Context: an optimization exercise on an open-source flow, tuned for small area and a short achievable clock period. The choices shown serve that exercise and are no tape-out recipe.
In this exercise RTL edits were held to simulation tests only and were not proved equivalent to the original.
Power figures rest on the tool's default switching activity, not on a simulated workload.

[flow/run.sh]
#!/bin/bash
# synth_recipe.tcl (not shown) runs the flow's synth.tcl, then flattens the netlist and writes it again
# the make line also repeats each setting of config.mk as NAME=value (left out here)
make -C /OpenROAD-flow-scripts/flow DESIGN_CONFIG=/design/flow/config.mk WORK_HOME=/design/flow/orfs CLKGATE_MAP_FILE= SYNTH_SCRIPT=/design/flow/synth_recipe.tcl finish
[flow/config.mk]
export PLATFORM = sky130hd
export DESIGN_NAME = i_fetch
export DESIGN_NICKNAME = i_fetch
export VERILOG_FILES = /design/flow/design.v
export SDC_FILE = /design/flow/constraint.sdc
export NUM_CORES = 4
export LEC_CHECK = 0
export CAP_MARGIN = 20
export CORE_MARGIN = 2
export CORE_UTILIZATION = 50
export CTS_CLUSTER_DIAMETER = 70
export CTS_CLUSTER_SIZE = 30
export SETUP_SLACK_MARGIN = 1.6
export SLEW_MARGIN = 20
export SYNTH_HIERARCHICAL = 1
export SYNTH_MINIMUM_KEEP_SIZE = 0
[flow/constraint.sdc]
create_clock -name core_clock -period 4.0 [get_ports {clk}]
set_input_delay 0.8000 -clock core_clock [delete_from_list [all_inputs] [get_ports {clk}]]
set_output_delay 0.8000 -clock core_clock [all_outputs]
set_load 0.01 [all_outputs]
[flow/design.v]
package i_fetch_pkg;
  localparam int unsigned      INSTR_W   = 32;
  localparam logic [INSTR_W-1:0] NOP_INSTR = '0;
  localparam logic [31:0]      PC_STEP   = 32'd4;
  typedef enum logic [1:0] {
    ACT_FETCH,
    ACT_HOLD,
    ACT_FLUSH,
    ACT_REDIRECT
  } fetch_act_e;
endpackage
module instr_mem
#(
  parameter int unsigned MEM_DEPTH = 128
) (
  input  logic                         clk,
  input  logic                         we,
  input  logic [$clog2(MEM_DEPTH)-1:0] waddr,
  input  logic [i_fetch_pkg::INSTR_W-1:0]           wdata,
  input  logic [MEM_DEPTH-1:0]         rsel,
  input  logic                         fetch,
  input  logic [i_fetch_pkg::INSTR_W-1:0]           hold_q,
  input  logic                         hold,
  output logic [i_fetch_pkg::INSTR_W-1:0]           rdata
);
  localparam int unsigned W = i_fetch_pkg::INSTR_W;
  logic [MEM_DEPTH-1:0][W-1:0] mem, mem_d;
  logic [MEM_DEPTH-1:0]        wsel, keep;
  always_comb begin
    for (int i = 0; i < MEM_DEPTH; i++) begin
      wsel[i] = we & (waddr == i);
      keep[i] = ~(we & (waddr == i));
    end
  end
  for (genvar i = 0; i < MEM_DEPTH; i++) begin : g_word
    for (genvar b = 0; b < W; b++) begin : g_bit
      imem_bit_next u_next (
        .q    (mem[i][b]),
        .keep (keep[i]),
        .w    (wdata[b]),
        .wsel (wsel[i]),
        .d    (mem_d[i][b])
      );
    end
  end
  always_ff @(posedge clk) begin
    mem <= mem_d;
  end
  for (genvar b = 0; b < W; b++) begin : g_rd
    logic [MEM_DEPTH/8-1:0] t8;
    for (genvar j = 0; j < MEM_DEPTH/8; j++) begin : g_t8
      logic [7:0] d8;
      for (genvar k = 0; k < 8; k++) begin : g_d
        assign d8[k] = mem[8*j+k][b];
      end
      imem_rd8 u_rd8 (
        .s(rsel[8*j+7:8*j]),
        .d(d8),
        .y(t8[j])
      );
    end
    imem_rd_top u_top (
      .a   (t8),
      .f   (fetch),
      .q   (hold_q[b]),
      .hold(hold),
      .y   (rdata[b])
    );
  end
endmodule
module imem_bit_next (
  input  logic q,
  input  logic keep,
  input  logic w,
  input  logic wsel,
  output logic d
);
  assign d = (q & keep) | (w & wsel);
endmodule
module imem_rd8 (
  input  logic [7:0] s,
  input  logic [7:0] d,
  output logic       y
);
  logic [3:0] t_n;
  for (genvar k = 0; k < 4; k++) begin : g_aoi
    assign t_n[k] = ~((s[2*k] & d[2*k]) | (s[2*k+1] & d[2*k+1]));
  end
  assign y = ~&t_n;
endmodule
module imem_rd_top (
  input  logic [15:0] a,
  input  logic        f,
  input  logic        q,
  input  logic        hold,
  output logic        y
);
  logic [7:0] t_n;
  logic [1:0] t;
  for (genvar k = 0; k < 8; k++) begin : g_nor
    imem_nor2 u_nor (.a(a[2*k+1:2*k]), .y(t_n[k]));
  end
  imem_nand4 u_nand0 (.a(t_n[3:0]), .y(t[0]));
  imem_nand4 u_nand1 (.a(t_n[7:4]), .y(t[1]));
  imem_or_hold u_or (.a(t), .f(f), .q(q), .hold(hold), .y(y));
endmodule
module imem_nor2 (
  input  logic [1:0] a,
  output logic       y
);
  assign y = ~|a;
endmodule
module imem_nand4 (
  input  logic [3:0] a,
  output logic       y
);
  assign y = ~&a;
endmodule
module imem_or_hold (
  input  logic [1:0] a,
  input  logic       f,
  input  logic       q,
  input  logic       hold,
  output logic       y
);
  assign y = (f & (a[0] | a[1])) | (q & hold);
endmodule
module i_fetch
#(
  parameter int unsigned MEM_DEPTH = 128,
  parameter logic [31:0] RESET_PC  = 32'h0000_0000
) (
  input  logic                         clk,
  input  logic                         rst_n,
  input  logic                         EX_MEM_PCSrc,
  input  logic [31:0]                  EX_MEM_NPC,
  input  logic                         stall,
  input  logic                         flush,
  input  logic                         imem_we,
  input  logic [$clog2(MEM_DEPTH)-1:0] imem_waddr,
  input  logic [i_fetch_pkg::INSTR_W-1:0]           imem_wdata,
  output logic [31:0]                  pc_out,
  output logic [i_fetch_pkg::INSTR_W-1:0]           IF_ID_instrout,
  output logic [31:0]                  IF_ID_npcout,
  output logic                         IF_ID_valid
);
  localparam int unsigned AW = $clog2(MEM_DEPTH);
  logic [31:0]        npc;
  logic [i_fetch_pkg::INSTR_W-1:0] instr;
  logic               redirect, advance, fetch, hold, kill;
  logic [31:0]        pc_d;
  logic [i_fetch_pkg::INSTR_W-1:0] instr_d;
  logic [31:0]        npc_d;
  logic               valid_d;
  logic [MEM_DEPTH-1:0] sel, sel_d, sel_tgt;
  logic               wrap;
  function automatic logic [MEM_DEPTH-1:0] word_sel(input logic [31:0] a);
    for (int i = 0; i < MEM_DEPTH; i++)
      word_sel[i] = (a[31:2] == i);
  endfunction
  localparam logic [MEM_DEPTH-1:0] RESET_SEL = word_sel(RESET_PC);
  assign npc = pc_out + i_fetch_pkg::PC_STEP;
  instr_mem #(
    .MEM_DEPTH(MEM_DEPTH)
  ) u_imem (
    .clk   (clk),
    .we    (imem_we),
    .waddr (imem_waddr),
    .wdata (imem_wdata),
    .rsel  (sel),
    .fetch (fetch),
    .hold_q(IF_ID_instrout),
    .hold  (hold),
    .rdata (instr)
  );
  assign redirect = EX_MEM_PCSrc;
  assign kill     = EX_MEM_PCSrc | flush;
  assign advance  = ~EX_MEM_PCSrc & (flush | ~stall);
  assign fetch    = ~EX_MEM_PCSrc & ~flush & ~stall;
  assign hold     = ~EX_MEM_PCSrc & ~flush & stall;
  assign wrap    = &pc_out[31:2];
  assign sel_tgt = word_sel(EX_MEM_NPC);
  always_comb begin
    pc_d    = pc_out;
    sel_d   = sel;
    instr_d = IF_ID_instrout;
    npc_d   = IF_ID_npcout;
    valid_d = IF_ID_valid;
    if (redirect) begin
      pc_d  = EX_MEM_NPC & ~32'h3;
      sel_d = sel_tgt;
    end else if (advance) begin
      pc_d  = npc;
      sel_d = {sel[MEM_DEPTH-2:0], wrap};
    end
    instr_d = instr;
    if (kill) begin
      npc_d   = '0;
      valid_d = 1'b0;
    end else if (fetch) begin
      npc_d   = npc;
      valid_d = 1'b1;
    end
  end
  always_ff @(posedge clk or negedge rst_n) begin
    if (!rst_n) begin
      pc_out         <= RESET_PC;
      sel            <= RESET_SEL;
      IF_ID_instrout <= i_fetch_pkg::NOP_INSTR;
      IF_ID_npcout   <= '0;
      IF_ID_valid    <= 1'b0;
    end else begin
      pc_out         <= pc_d;
      sel            <= sel_d;
      IF_ID_instrout <= instr_d;
      IF_ID_npcout   <= npc_d;
      IF_ID_valid    <= valid_d;
    end
  end
endmodule
==> flow_summary.ini, run 1 <==
[run_status]
status = complete, no violations

[sta]
fin_ws_ns = 1.33
period_needed_ns = 2.67
maxSlewViolCount = 0
max_clock_freq_mhz = 375
maxSlewHeadroom_pct = 14.6
worst_slew_pin_slew_ns = 1.28
final-setup-viol-count = 0
final.setup_skew_ns = 0.0374
rsz0062_at_grt = true
finalHoldViolCount = 0
finalCritPeriodShare_pct = 66.7
tns_ns = 0

[floorplanning]
die_y_um = 552
die_w_um = 552
die-area_um2 = 305000
start_util_pct = 50.2
fp-row-count = 201
core_area_um2 = 299000
io_pins = 174

[setup_path]
arrival_ns = 3.52
startpoint_type = register
rr_worst_depth = 7
r2r-start = sel[32]$_DFFE_PN0N_
cp_max_fo = 8
startpoint = sel[32]$_DFFE_PN0N_
crit_end = IF_ID_instrout[4]$_DFF_PN0_
regToRegEndpoint = IF_ID_instrout[4]$_DFF_PN0_
critPathRequiredTime_ns = 4.85
critPathKind = register to register
cp-end-kind = register
rrSetupSlack_ns = 1.33

[place]
place_ws_ns = 0.384
place_congestion = 0.928
portBuffers = 167
dpl.hpwl_mm = 372
dpl_cell_area_um2 = 163000

[cts]
cts_tree = yes
cts_root_buf = clkbuf_16
clk_latency_ns = 0.96
cts_htree_levels = 4
cts.sinks = 4317
cts_buffers = 208
clk_pin_slew_ns = 0.11
clk_path_buf_depth = 4

[detailed_routing]
via_per_inst = 7.40
dr_total_vias = 132000
drc = 0
wl_per_cell_um = 35.6
first_pass_iters = 7
finalWirelength_mm = 636
final_antenna_net_count = 0
drt_iter0_drc = 19000

[run]
drv_cap = 0

[pwr]
p_per_area_nw_per_um2 = 473
p_leak_nw = 66.3
ir_worst_vdd_mv = 0.448

[final_layout]
fin_area_um2 = 175000
syn_to_final_growth_pct = 16.4
final_common_cell = a22o_1
final_util_pct = 58.4
layout_common_cells = a22o_1 (4098), dfxtp_1 (4096), a22oi_1 (2003), buf_4 (691), nand4_1 (603)
drive_above_1_share_pct = 14.2
layout.nets = 13800
fill_cells = 24700

[global_routing]
antenna_found_initial = 64
globalRouteTotalUtil_pct = 39.1
grt_pass1_vias = 126000
grt_first_pass_wirelength_mm = 894
grt_max_degree = 124
grt-ovfl-total = 0

[synthesis]
seq_area_frac_synth_pct = 58.3
ys_types = 61
ys.flop_type = dfxtp_1
netlist_instances = 12600
synthArstFlopShare_pct = 5.12
syn_area_um2 = 150000
avgSynthCellArea_um2 = 12.0
ys_ff_latch = 4317
ys_warn_count = 8
synth_edf_count = 0

[hold_path]
hold_path.class = input pin to register
whs_path_depth = 3
==> sequential cells by signal, summed over array words and instances (netlist names) <==
name and cells:
IF_ID_instrout 32, IF_ID_npcout 30, u_imem.mem 4096, pc_out 30, sel 128, IF_ID_valid 1
==> metal layers <==
layer	wire, um	global-route usage, %	vias to the layer above
met5	173	0	-
li1	-	-	54700
met4	38000	21.9	26
met3	73600	10.2	1571
met1	253000	52.0	67300
met2	272000	57.7	8795
==> area by class of cell <==
type,instances,area [um^2],area share (%)
Clock inverter,142,1770,1.01
Clock buffer,228,5450,3.12
Sequential cell,4317,87900,50.3
Tap cell,3958,4950,2.83
Antenna cell,32,80.1,0.0458
Inverter,9,43.8,0.0251
Multi-Input combinational cell,8115,64100,36.7
Timing Repair Buffer,1090,10500,6.03
==> worst max-delay path, cell delays in order (launching register included) <==
cell	delay (ns)
dfrtp_4	0.57
buf_12	0.17
a22oi_2	0.16
nand4_1	0.40
nor2_4	0.37
nand4_1	0.52
o21ai_1	0.30
nand2_1	0.08
==> stage by stage <==
stage / hold WS (ns) / std cells / power, W
2_1_floorplan: 0.450 / 12600 / 0.0529
3_3_place_gp: 0.458 / 17200 / 0.0557
3_5_place_dp: 0.458 / 17200 / 0.0561
4_1_cts: 0.208 / 17800 / 0.0823
5_1_grt: 0.275 / 17900 / 0.0849
6_report: 0.260 / 17900 / 0.0827
==> power by group <==
group	internal (W)	total, W	leakage, nW	switching (W)
registers	0.0466	0.0487	36.2	0.00212
logic	0.00359	0.00696	26.6	0.00338
clock network	0.0111	0.0270	3.52	0.0159
total	0.0613	0.0827	66.3	0.0214
==> synthesized netlist by cell type (all sizes together) (10+ instances only) <==
library cell  number  share of area (%)
dfxtp           4096                 55
dfrtp            220                3.7
xor2              30               0.17
nand4            605                2.5
clkbuf            93               0.24
o21ai            210               0.70
nor2             411                1.0
xnor2             18               0.10
a22oi           2050                 10
and3             120               0.50
buf               47               0.21
and4bb            10              0.083
nand4b            12               0.10
nor4              12              0.078
nand3             32               0.11
a21oi            127               0.42
nand2            261               0.65
and4b             10              0.067
o21a              15              0.075
nand4bb           11              0.082
a22o            4098                 24
==> modules after synthesis, one instance, submodules excluded, excerpt <==
module         flip-flops and latches  copies in the design  cells inside
imem_rd8                            0                   512             5
i_fetch                           221                     1          1009
imem_nand4                          0                    64             1
imem_or_hold                        0                    32             3
imem_bit_next                       0                  4096             1
imem_nor2                           0                   256             1
==> what timing repair did <==
item                                    in CTS  in global routing
setup buffers                              140                 87
gates cloned                                 6                  8
hold endpoints to repair                    58                  0
gates resized for setup                    690                252
endpoints found under the setup margin     709                876
hold buffers                                 1                  0
pin swaps                                   50                158
==> worst min path at each step <==
stage                                  from                            to
3_3_place_gp   IF_ID_instrout[17]$_DFF_PN0_  IF_ID_instrout[17]$_DFF_PN0_
2_1_floorplan      u_imem.mem[2145]$_DFF_P_      u_imem.mem[2145]$_DFF_P_
5_1_grt                        EX_MEM_PCSrc        pc_out[12]$_DFFE_PN0N_
4_1_cts                        EX_MEM_PCSrc        pc_out[19]$_DFFE_PN0N_
3_5_place_dp   IF_ID_instrout[23]$_DFF_PN0_  IF_ID_instrout[23]$_DFF_PN0_
6_report                       EX_MEM_PCSrc        pc_out[19]$_DFFE_PN0N_
==> cell families after synthesis <==
| logic type | after synthesis | synth area share (%) |
|---|---|---|
| AOI/OAI and AO/OA | 6512 | 35.4 |
| DFF | 4317 | 58.3 |
| and+or+nand+nor | 1531 | 5.54 |
| buffers and inverters | 149 | 0.472 |
| xor gates and xnor gates | 48 | 0.280 |
| muxes | 7 | 0.0500 |
| adders and majority gates | 1 | 0.00833 |
| other | 1 | 0.00250 |
==> inputs of run 2 (changes only) <==
--- a/flow/config.mk
+++ b/flow/config.mk
@@ -8,7 +8,7 @@
 export CAP_MARGIN = 20
 export CORE_MARGIN = 2
 export CORE_UTILIZATION = 50
-export CTS_CLUSTER_DIAMETER = 70
+export CTS_CLUSTER_DIAMETER = 60
 export CTS_CLUSTER_SIZE = 30
 export SETUP_SLACK_MARGIN = 1.6
 export SLEW_MARGIN = 20
==> run 2 against run 1 <==
Clock power grew 24%. Non-clock buffer count rose by 6. Critical endpoint is now u_imem.mem[1015]$_DFF_P_. Combinational power rose by 0.6%. Via count rose by 0.31%. Sequential power about the same. Clock skew rose by 0.010 ns. Register-to-register slack improved by 0.07 ns. Sequential cell count is the same. Final area grew 1.9%. Critical path depth fell by 2. Synthesized area is the same. Routed wire length up 0.55%.
==> flow_summary.ini, run 2 <==
[setup_path]
crit_chain = buf_2 -> nand4b_1 -> buf_4 -> nor2_4 -> a22o_1
critPathRequiredTime_ns = 4.88
slowest_delay_ns = 0.93
worst_path_max_delay_cell = nor2_4
critPathKind = input pin to register
cp-end-kind = register
startpoint_type = input pin
cp_max_fo = 32
rrSetupSlack_ns = 1.40
arrival_ns = 3.50

[cts]
cts_tree = yes
clk_latency_ns = 0.97
clk_pin_slew_ns = 0.08
cts_buffers = 293
cts_root_buf = clkbuf_16
cts_htree_levels = 5
clk_path_buf_depth = 4
cts.sinks = 4317

[detailed_routing]
via_per_inst = 7.36
final_antenna_net_count = 0
first_pass_iters = 9
drc = 0
finalWirelength_mm = 640
dr_total_vias = 133000
drt_iter0_drc = 19700
wl_per_cell_um = 35.5

[sta]
finalHoldViolCount = 0
maxSlewViolCount = 0
max_clock_freq_mhz = 382
worst_slew_pin_slew_ns = 1.20
tns_ns = 0
maxSlewHeadroom_pct = 19.6
final.setup_skew_ns = 0.0478
period_needed_ns = 2.62
finalCritPeriodShare_pct = 65.5
final-setup-viol-count = 0
rsz0062_at_grt = true

[run]
drv_cap = 0

[global_routing]
met2_usage_pct = 57.8
grt-ovfl-total = 0
grt_use_met3_pct = 10.4
use_met1_pct = 52.0
grt_first_pass_wirelength_mm = 899
grt_pass1_vias = 127000
globalRouteTotalUtil_pct = 39.3
grt.busiest_layer = met2
grt_max_degree = 124
antenna_found_initial = 65

[floorplanning]
start_util_pct = 50.2
die_y_um = 552
fp-row-count = 201
core_area_um2 = 299000
die_w_um = 552
die-area_um2 = 305000
io_pins = 174

[place]
dpl.hpwl_mm = 372
place_congestion = 0.928
portBuffers = 167

[synthesis]
synth_top_area_cell = dfxtp_1
avgSynthCellArea_um2 = 12.0
netlist_instances = 12600
synthArstFlopShare_pct = 5.12
ys_ff_latch = 4317
ys_warn_count = 8
syn_area_um2 = 150000
synth_edf_count = 0
ys_top_cells_by_count = a22o_1 (4098), dfxtp_1 (4096), a22oi_1 (2050)
synthTopCellsByArea = dfxtp_1 (55%), a22o_1 (24%), a22oi_1 (10%)
synth_top_cell_area_share_pct = 54.6
yosysMostFrequentCell = a22o_1
ys.flop_type = dfxtp_1
ys_types = 61
seq_area_frac_synth_pct = 58.3

[pwr]
pwr-share-clk_pct = 37.6
p_leak_nw = 67.9
pwr-share-comb_pct = 7.8
ir_worst_vdd_mv = 0.383
p_seq_share_pct = 54.6
p_int_w = 0.0663
p_sw_w = 0.0230
finalPower_w = 0.0893
p_per_area_nw_per_um2 = 501
swShare_pct = 25.8

[final_layout]
largest_reg_flops = 4096
layout.nets = 13900
regMostFlops = u_imem.mem
layout_common_cells = a22o_1 (4098), dfxtp_1 (4096), a22oi_1 (1999), buf_4 (684), nand4_1 (603)
syn_to_final_growth_pct = 18.5
final_common_cell = a22o_1
drive_above_1_share_pct = 15.1
reg_top3 = u_imem.mem x4096, sel x128, IF_ID_instrout x32

[hold_path]
hold_path.class = input pin to register

[run_status]
status = complete, no violations
## run 2: cell counts after synthesis
No cell type changed its count.
## run 2: power by group through the flow
stage	clock network (W)	logic, W	registers (W)
final	0.0335	0.00700	0.0487
after global routing	0.0352	0.00726	0.0491
after CTS	0.0336	0.00668	0.0486
after detailed placement	0	0.00649	0.0496
after global placement	0	0.00625	0.0494
after floorplan	0	0.00387	0.0491
## run 2: critical path: cells and delay by family
kind,cells,cell delay (ns)
simple gates,2,1.34
buf+inv,2,1.00
compound gates,1,0.26
## run 2: worst paths after layout
check / start / to / cells past startpoint
min reg2reg: IF_ID_instrout[16]$_DFF_PN0_ / IF_ID_instrout[16]$_DFF_PN0_ / 2
max in group asynchronous: rst_n / sel[46]$_DFFE_PN0N_ / 4
max: imem_waddr[0] / u_imem.mem[1015]$_DFF_P_ / 5
max reg2reg: sel[37]$_DFFE_PN0N_ / IF_ID_instrout[4]$_DFF_PN0_ / 7
min: EX_MEM_PCSrc / pc_out[12]$_DFFE_PN0N_ / 2
min in group asynchronous: rst_n / IF_ID_npcout[17]$_DFFE_PN0P_ / 2
## run 2: modules after synthesis, one instance, submodules excluded, excerpt
module	copies in the design	flip-flops and latches	cells inside
imem_nor2	256	0	1
imem_or_hold	32	0	3
imem_nand4	64	0	1
imem_bit_next	4096	0	1
imem_rd8	512	0	5
i_fetch	1	221	1009
## run 2: what timing repair did
action | CTS | global route
endpoints found under the setup margin | 766 | 1014
gates cloned | 6 | 7
buffers inserted | 145 | 87
endpoints found under the hold margin | 58 | 0
gates resized for setup | 674 | 244
hold buffers | 1 | 0
pin swaps | 57 | 151
## run 2: cell type report
cell class	instances	area (um^2)
clock inverter	203	2520
antenna	25	62.6
fill	24400	121000
multi-input combinational	8112	64000
clock buffer	332	7910
inverter	9	43.8
tap	3958	4950
timing repair buffer	1096	10700
sequential	4317	87900
## run 2: cells by family (layout without fill, tap and decap cells)
kind of cell / Yosys count / count (layout) / synth area share [%]
XOR/XNOR: 48 / 48 / 0.280
flip-flops: 4317 / 4317 / 58.3
adder cells (fa/ha/maj): 1 / 1 / 0.00833
buffers and inverters: 149 / 1640 / 0.472
multiplexers: 7 / 7 / 0.0500
AND/OR/NAND/NOR: 1531 / 1540 / 5.54
AO/OA/AOI/OAI: 6512 / 6512 / 35.4
other: 1 / 29 / 0.00250
## run 2: layer usage
metal  up-vias  part of all wire [%]
li1      55000                     -
met1     67400                    40
met2      8868                    43
met3      1586                    12
met4        28                   6.0
met5         -                 0.030
## run 2: stage by stage
stage,worst slack [ns],cell area (um^2),util (%),hold slack [ns],instances
floorplan,1.26,151000,-,0.450,12600
global placement,0.441,163000,54.6,0.458,17200
detailed placement,0.384,163000,54.6,0.458,17200
CTS,1.37,176000,58.8,0.223,17900
global route,1.44,178000,59.5,0.299,18000
finish,1.38,178000,59.5,0.280,18100
==> inputs of run 3 (changes only) <==
--- a/flow/config.mk
+++ b/flow/config.mk
@@ -10,6 +10,7 @@
 export CORE_UTILIZATION = 50
 export CTS_CLUSTER_DIAMETER = 60
 export CTS_CLUSTER_SIZE = 30
+export PLACE_DENSITY = 0.66
 export SETUP_SLACK_MARGIN = 1.6
 export SLEW_MARGIN = 20
 export SYNTH_HIERARCHICAL = 1
==> run 3 against run 2 <==
Combinational power up 0.7%. Synthesized area unchanged. Power down 0.22%. Critical endpoint is now IF_ID_instrout[7]$_DFF_PN0_. First-iteration DRC count down 0.55%. Clock power about the same. Highest routed layer unchanged.
==> flow_summary.ini, run 3 <==
[cts]
cts_root_buf = clkbuf_16
clk_latency_ns = 0.99
cts_tree = yes
clk_path_buf_depth = 4
cts_htree_levels = 5
clk_pin_slew_ns = 0.11
cts_buffers = 280
cts.sinks = 4317

[detailed_routing]
finalWirelength_mm = 639
wl_per_cell_um = 35.6
drt_iter0_drc = 19600
dr_total_vias = 133000
final_antenna_net_count = 0
via_per_inst = 7.44
drc = 0
first_pass_iters = 9

[synthesis]
ys_ff_latch = 4317
ys_types = 61
syn_area_um2 = 150000
yosysMostFrequentCell = a22o_1
ys_top_cells_by_count = a22o_1 (4098), dfxtp_1 (4096), a22oi_1 (2050)
netlist_instances = 12600
synthTopCellsByArea = dfxtp_1 (55%), a22o_1 (24%), a22oi_1 (10%)
synth_edf_count = 0
seq_area_frac_synth_pct = 58.3
avgSynthCellArea_um2 = 12.0
synth_top_cell_area_share_pct = 54.6
ys_warn_count = 8
ys.flop_type = dfxtp_1
synthArstFlopShare_pct = 5.12
synth_top_area_cell = dfxtp_1

[run]
drv_cap = 0

[final_layout]
layout.nets = 13800
final_common_cell = a22o_1
drive_above_1_share_pct = 15.0
fill_cells = 24100
syn_to_final_growth_pct = 18.0
largest_reg_flops = 4096
regMostFlops = u_imem.mem
final_cells = 17900
layout_common_cells = a22o_1 (4098), dfxtp_1 (4096), a22oi_1 (1935), buf_4 (642), nand4_1 (603)
reg_top3 = u_imem.mem x4096, sel x128, IF_ID_instrout x32

[pwr]
p_leak_nw = 67.5
finalPower_w = 0.0891
pwr-share-comb_pct = 7.9
p_per_area_nw_per_um2 = 502
p_int_w = 0.0658
pwr-share-clk_pct = 37.3
ir_worst_vdd_mv = 0.449
p_sw_w = 0.0232
swShare_pct = 26.1
p_seq_share_pct = 54.8

[setup_path]
cp-end-kind = register
r2r-start = sel[32]$_DFFE_PN0N_
path_buf_inv = 2
critPathKind = register to register
worstSetupPathDepth = 8
crit_top_cell = nand4_1
arrival_ns = 3.71
crit_family = simple AND/OR/NAND/NOR gates
startpoint_type = register
rr_worst_depth = 8
critPathRequiredTime_ns = 4.85
crit_chain = buf_6 -> buf_12 -> a22oi_2 -> nand4_1 -> nor2_4 -> nand4_1 -> o21ai_1 -> nand2_1
startpoint = sel[32]$_DFFE_PN0N_
worst_path_max_delay_cell = dfrtp_4
cp_max_fo = 7
slowest_delay_ns = 0.61

[sta]
max_clock_freq_mhz = 350
finalHoldViolCount = 0
tns_ns = 0
final-setup-viol-count = 0
period_needed_ns = 2.86
maxSlewHeadroom_pct = 19.0
rsz0062_at_grt = true
worst_slew_pin_slew_ns = 1.21
finalCritPeriodShare_pct = 71.4
maxSlewViolCount = 0
final.setup_skew_ns = 0.0754
fin_ws_ns = 1.14

[floorplanning]
die-area_um2 = 305000
fp-row-count = 201
die_w_um = 552
die_y_um = 552
start_util_pct = 50.2
core_area_um2 = 299000
io_pins = 174

[global_routing]
grt-ovfl-total = 0
grt_pass1_vias = 128000
grt.busiest_layer = met2
use_met1_pct = 49.4
grt_use_met3_pct = 11.4
met2_usage_pct = 57.4
grt_max_degree = 128
antenna_found_initial = 40
globalRouteTotalUtil_pct = 39.5
grt_first_pass_wirelength_mm = 903

[hold_path]
whs_path_depth = 2
worstHoldStart = imem_wdata[11]
hold_path.class = input pin to register

[place]
place_inst = 17100
place_ws_ns = 0.349
dpl.hpwl_mm = 360
portBuffers = 167
place_congestion = 0.953

[run_status]
status = complete, no violations
run 3: layout make-up:
type	count	area, um^2	share of cell area (%)
flip-flops and latches	4317	87900	49.5
multi-input cells	8104	63900	36.0
repair buffers	1031	10300	5.80
clock buffers	306	7410	4.18
well taps	3958	4950	2.79
clock inverters	201	2860	1.62
inverters	9	41.3	0.0233
diodes	13	32.5	0.0183
run 3: cells by family (layout without fill, tap and decap cells):
logic type               after synthesis  in the layout  share of synthesized area (%)
multiplexers                           7              7                         0.0500
buffers and inverters                149           1547                          0.472
AO/OA/AOI/OAI                       6512           6512                           35.4
AND/OR/NAND/NOR                     1531           1532                           5.54
other                                  1             17                        0.00250
XOR/XNOR                              48             48                          0.280
adder cells (fa/ha/maj)                1              1                        0.00833
flip-flops                          4317           4317                           58.3
run 3: power by group through the flow:
| stage | Clock [W] | Sequential, W | Combinational (W) |
|---|---|---|---|
| CTS | 0.0332 | 0.0487 | 0.00674 |
| finish | 0.0332 | 0.0488 | 0.00705 |
| global route | 0.0349 | 0.0491 | 0.00727 |
| global placement | 0 | 0.0495 | 0.00609 |
| detailed placement | 0 | 0.0497 | 0.00635 |
| floorplan | 0 | 0.0491 | 0.00387 |
run 3: modules after synthesis (local to each module, per instance), a selection:
| module | flops+latches | times used | area, um^2 | cells |
|---|---|---|---|---|
| imem_nand4 | 0 | 64 | 6.26 | 1 |
| imem_or_hold | 0 | 32 | 12.5 | 3 |
| imem_bit_next | 0 | 4096 | 8.76 | 1 |
| imem_rd8 | 0 | 512 | 36.3 | 5 |
| imem_nor2 | 0 | 256 | 3.75 | 1 |
| i_fetch | 221 | 1 | 9860 | 1009 |
run 3: repair_timing:
item	CTS	global route
setup buffers	215	60
setup endpoints to repair	417	1519
hold buffers	1	0
gates resized for setup	862	120
pin swaps	208	189
hold endpoints to repair	70	0
cloned	7	2
run 3: per-stage QoR:
stage / util [%] / hold WS, ns / cell area [um^2]
finish: 59.3 / 0.343 / 177000
global route: 59.2 / 0.323 / 177000
global placement: 54.1 / 0.462 / 162000
CTS: 58.9 / 0.305 / 176000
detailed placement: 54.1 / 0.471 / 162000
floorplan: - / 0.450 / 151000
run 3: final timing paths:
kind	end	slack, ns
worst min-delay path	u_imem.mem[3723]$_DFF_P_	0.34
worst max-delay path	IF_ID_instrout[7]$_DFF_PN0_	1.14
max in group asynchronous	pc_out[13]$_DFFE_PN0N_	2.56
worst min register to register	IF_ID_npcout[26]$_DFFE_PN0P_	0.49
min in group asynchronous	IF_ID_npcout[27]$_DFFE_PN0P_	0.40
worst max register to register	IF_ID_instrout[7]$_DFF_PN0_	1.14
run 3: worst register-to-register path, cell delays in order, from the launching register on:
cell     delay, ns
dfrtp_4       0.61
buf_6         0.17
buf_12        0.14
a22oi_2       0.20
nand4_1       0.47
nor2_4        0.32
nand4_1       0.45
o21ai_1       0.30
nand2_1       0.08
run 3: per-layer routing:
layer | up-vias | share of wire, %
met4 | 28 | 8.8
met3 | 1973 | 12
met1 | 67100 | 37
met2 | 9515 | 42
met5 | - | 0.029
li1 | 54800 | -

[afterwards: timing with drivers on the ports]
No port has a modelled driver above. Below, the same layouts with a new extraction and two added sets of constraints. Step 1: set_driving_cell puts a clkbuf_16 on clk and a buf_2 on each other input, an assumption about the parent block. Step 2 also shifts input and output timing later by t, the mid clock arrival at the registers, as if the neighbouring blocks saw the same clock. Three values: ideal, step 1, step 2; two values: the first two.
| run | t (ns) | setup slack, ns | worst hold slack (ns) | pins driven straight from the clock port |
|---|---|---|---|---|
| run 1 | 1.064 | 1.332 / 1.332 / 0.289 | 0.260 / 0.171 / 0.477 | 1 |
| run 2 | 1.050 | 1.380 / 1.306 / 0.256 | 0.280 / 0.201 / 0.476 | 1 |
| run 3 | 1.058 | 1.144 / 1.144 / 0.442 | 0.343 / 0.266 / 0.486 | 1 |
After both steps every run listed still meets setup and hold. The setup slack of run 2, which loses most, moves by -0.074 ns with the drivers and by -1.124 ns with both steps.
